This design comes from an exercise in tuning for small area, a short achievable clock period and few clock cycles per item on the open sky130 flow, not from production work. RTL that was checked went through simulation tests only; none was proved equivalent to the original. Power figures rest on the tool's default switching activity, not on a simulated workload.

Setup of lane 1:
Design byte_stream_find_replace, start of the top module:
module byte_stream_find_replace #(
  parameter int MAX_PATTERN     = 16,
  parameter int MAX_REPLACEMENT = 16
) (
  input  wire logic        clk,
  input  wire logic        rst_n,
  input  wire logic        cfg_we,
  input  wire logic [2:0]  cfg_index,
  input  wire logic [63:0] cfg_wdata,
  input  wire logic        in_tvalid,
  output logic             in_tready,
  input  wire logic [7:0]  in_tdata,
  input  wire logic        in_tlast,
  output logic             out_tvalid,
  input  wire logic        out_tready,
  output logic [7:0]       out_tdata,
  output logic             out_tuser,
  output logic             out_tlast
);
==> flow/config.mk <==
export PLATFORM = sky130hd
export DESIGN_NAME = byte_stream_find_replace
export DESIGN_NICKNAME = byte_stream_find_replace
export VERILOG_FILES = /design/flow/design.v
export SDC_FILE = /design/flow/constraint.sdc
export NUM_CORES = 4
export LEC_CHECK = 0
export CAP_MARGIN = 20
export CORE_MARGIN = 2
export CORE_UTILIZATION = 60
export SETUP_SLACK_MARGIN = 4.0
export SLEW_MARGIN = 20
==> flow/constraint.sdc <==
create_clock -name core_clock -period 6.5 [get_ports {clk}]
set_input_delay 1.3000 -clock core_clock [delete_from_list [all_inputs] [get_ports {clk}]]
set_output_delay 1.3000 -clock core_clock [all_outputs]
set_load 0.01 [all_outputs]
standard.sh (not shown) runs the stock make flow with config.mk's settings and CLKGATE_MAP_FILE= SYNTH_SCRIPT=/design/flow/synth_recipe.tcl, a recipe that flattens the netlist after the stock synthesis.
==> flow/flow/run.sh <==
#!/bin/bash
# Standard layout, with two changes: the clock tree uses no dummy loads, and
# ports are buffered with buf_2 cells. The make output goes to make.log here;
# each ORFS step keeps its own log under orfs/logs.
set -euo pipefail
export CTS_ARGS="-sink_clustering_enable -repair_clock_nets -dont_use_dummy_load"
export BUFFER_PORTS_ARGS="-buffer_cell sky130_fd_sc_hd__buf_2"
bash standard.sh finish > make.log 2>&1
Testbench counts of lane 1, summed over its fixed seeds: cycles 95,180, items 28,800.
Modified inputs, lane 2 compared to lane 1
diff --git a/flow/design.v b/flow/design.v
--- a/flow/design.v
+++ b/flow/design.v
@@ -73,16 +73,23 @@
   assign v1_nxt    = rdy_r ? in_tvalid : v1_r;
   always_ff @(posedge clk) begin
     if (!rst_n) begin
       v1_r <= 1'b0;
     end else begin
       v1_r <= v1_nxt;
     end
   end
+  always_ff @(posedge clk) begin
+    if (rdy_r) begin
+      m_r   <= |(d_in & pm_oh);
+      b1_r  <= in_tdata;
+      l1_r  <= in_tlast;
+    end
+  end
   logic [9:0]    mem_r [DEPTH];    
   logic [AW:0]   wr_ptr_r;
   logic [AW:0]   c_ptr_r;
   logic [AW:0]   rd_ptr_r;
   logic [AW:0]   wr_nxt;
   logic [AW:0]   c_nxt;
   logic [3:0]    w_r;
   logic [3:0]    w_nxt;
@@ -96,27 +103,16 @@
   logic          commit_all;
   logic          wr_rep;
   logic          nf_nxt;
   assign go         = v1_r && rdy_r;
   assign match      = m_r;
   assign commit_all = l1_r || pzero_r;
   assign wr_rep     = !rzero_r || l1_r;
   assign d_in       = {d_base[14:0], 1'b1} & eq_in;
-  logic eqp_in;
-  logic pfx_base;
-  assign eqp_in   = |(eq_in & pm_oh);
-  assign pfx_base = |({d_base[14:0], 1'b1} & pm_oh);
-  always_ff @(posedge clk) begin
-    if (rdy_r) begin
-      m_r   <= eqp_in && pfx_base;
-      b1_r  <= in_tdata;
-      l1_r  <= in_tlast;
-    end
-  end
   always_comb begin
     wr_nxt = wr_ptr_r;
     c_nxt  = c_ptr_r;
     w_nxt  = w_r;
     d_base = dn_r;
     if (plen_we) begin
       wr_nxt = c_ptr_r;
       w_nxt  = '0;
Results
[compare] base=lane 1 new=lane 2: least setup slack across all paths after layout went down, shortest period the worst path allows went up.
Looking at total number of cells along the worst setup path, lane 2 sits 7 above lane 1.
Lane 1 → lane 2: sequential portion of the cell area fell 0.30 points; final weighted congestion in routability-driven placement climbed about 0.9%.
No functional check of the RTL was part of lane 2.


Setup of job 9716:
Starting RTL as in the previous note.
export LEC_CHECK = 0
export CAP_MARGIN = 20
export CORE_MARGIN = 2
export CORE_UTILIZATION = 60
export SETUP_SLACK_MARGIN = 4.0
export SLEW_MARGIN = 20
create_clock -name core_clock -period 6.5 [get_ports {clk}]
==> flow/flow/run.sh <==
#!/bin/bash
# Standard layout, with two changes: the clock tree uses no dummy loads, and
# ports are buffered with buf_2 cells. The make output goes to make.log here;
# each ORFS step keeps its own log under orfs/logs.
set -euo pipefail
export CTS_ARGS="-sink_clustering_enable -repair_clock_nets -dont_use_dummy_load -sink_clustering_size 24 -sink_clustering_max_diameter 80"
export BUFFER_PORTS_ARGS="-buffer_cell sky130_fd_sc_hd__buf_2"
bash standard.sh finish > make.log 2>&1
Testbench counts of job 9716, summed over its fixed seeds: cycles 95,180, items 28,800.
For job 3728, these inputs were changed with respect to job 9716:
--- a/flow/design.v
+++ b/flow/design.v
@@ -132,25 +132,29 @@
         wr_nxt = wr_ptr_r + 1'b1;
         w_nxt  = '0;
         d_base = '0;
       end else if (full_r) begin
         c_nxt  = c_ptr_r + 1'b1;
         wr_nxt = wr_ptr_r + 1'b1;
       end else begin
         wr_nxt = wr_ptr_r + 1'b1;
         w_nxt  = w_r + 1'b1;
       end
     end
   end
-  assign nf_nxt = !((wr_nxt[AW-1:0] == rd_ptr_r[AW-1:0]) && (wr_nxt[AW] != rd_ptr_r[AW]));
+  logic [AW:0] rd_inc;
+  logic        pop;
+  assign rd_inc = rd_ptr_r + 1'b1;
+  assign nf_nxt = pop ? !((wr_nxt[AW-1:0] == rd_inc[AW-1:0]) && (wr_nxt[AW] != rd_inc[AW]))
+                      : !((wr_nxt[AW-1:0] == rd_ptr_r[AW-1:0]) && (wr_nxt[AW] != rd_ptr_r[AW]));
   always_ff @(posedge clk) begin
     if (!rst_n) begin
       rdy_r    <= 1'b1;
       wr_ptr_r <= '0;
       c_ptr_r  <= '0;
       w_r      <= '0;
       dn_r     <= '0;
       full_r   <= 1'b0;
     end else begin
       rdy_r    <= !v1_nxt || nf_nxt;
       wr_ptr_r <= wr_nxt;
       c_ptr_r  <= c_nxt;
@@ -186,38 +190,39 @@
     head = '0;
     repb = '0;
     for (int i = 0; i < DEPTH; i++) begin
       head = head | (mem_r[i] & {10{rd_oh_r[i]}});
       repb = repb | (rep_r[8*i +: 8] & {8{ix_oh_r[i]}});
     end
   end
   assign h_rep     = head[9];
   assign h_valid   = (rd_ptr_r != c_ptr_r);
   assign load      = !ovalid_r || out_tready;
   assign step      = load && h_valid;
   assign fin       = !h_rep || rzero_r || idxl_r;
+  assign pop       = step && fin;
   assign ix_oh_nxt = !step ? ix_oh_r : (fin ? 16'd1 : {ix_oh_r[14:0], 1'b0});
   always_ff @(posedge clk) begin
     if (!rst_n) begin
       ovalid_r <= 1'b0;
       rd_ptr_r <= '0;
       rd_oh_r  <= 16'd1;
       ix_oh_r  <= 16'd1;
       idxl_r   <= 1'b0;
     end else begin
       if (load) begin
         ovalid_r <= h_valid;
       end
       if (step && fin) begin
-        rd_ptr_r <= rd_ptr_r + 1'b1;
+        rd_ptr_r <= rd_inc;
         rd_oh_r  <= {rd_oh_r[14:0], rd_oh_r[15]};
       end
       ix_oh_r <= ix_oh_nxt;
       idxl_r  <= |(ix_oh_nxt & rm_oh);
     end
   end
   always_ff @(posedge clk) begin
     if (step) begin
       odata_r <= !h_rep ? head[7:0] : (rzero_r ? 8'd0 : repb);
       ouser_r <= !(h_rep && rzero_r);
       olast_r <= head[8] && fin;
     end
==> comparison <==
Job 3728 | stages: all done | timing, DRC, antenna: all pass
Re wire length of the first global-routing pass: job 9716 and job 3728 aren't equal, and the lower value belongs to job 9716.
On starting DRC count in detailed routing, job 9716 loses to job 3728.
Delta (job 3728 minus job 9716): max capacitance violation total held steady; layout buffer count excluding clock buffers grew by 25; cell internal power dissipation grew by 0.00014 W; critical path depth grew by 1; fraction of area in registers shrank by 3.1 points.
The run with more routed wire is job 3728, not job 9716.
Only the layout flow was run in job 3728; the RTL was not checked for function there.

-- static timing again, ports no longer ideal --
In the flow no input, the clock included, has a driving cell. The finished layouts below were timed again as built, in two steps.
Step 1: set_driving_cell puts a clkbuf_16 on clk and a buf_2 on each other input, an assumption about the parent block.
Step 2 times the ports against the registers' clock, not the clock port: input delays grow and output delays shrink by t, the midpoint of the rising clock arrivals with the driver on.
Three values: ideal ports, drivers, drivers and shift; two values: the first two.
run | t (ns) | setup slack, ns | hold WS [ns] | slew at the worst register clock pin (ns)
lane 1 | 0.636 | 4.036 / 3.979 / 3.414 | 0.454 / 0.454 / 0.454 | 0.06 / 0.06
lane 2 | 0.638 | 4.012 / 3.983 / 3.345 | 0.447 / 0.447 / 0.447 | 0.06 / 0.06
job 9716 | 0.624 | 3.991 / 3.976 / 3.373 | 0.458 / 0.458 / 0.458 | 0.10 / 0.10
job 3728 | 0.624 | 3.919 / 3.861 / 3.237 | 0.467 / 0.467 / 0.467 | 0.10 / 0.10
After both steps every run listed still meets setup and hold. The setup slack of job 3728, which loses most, moves by -0.058 ns with the drivers and by -0.682 ns with both steps.
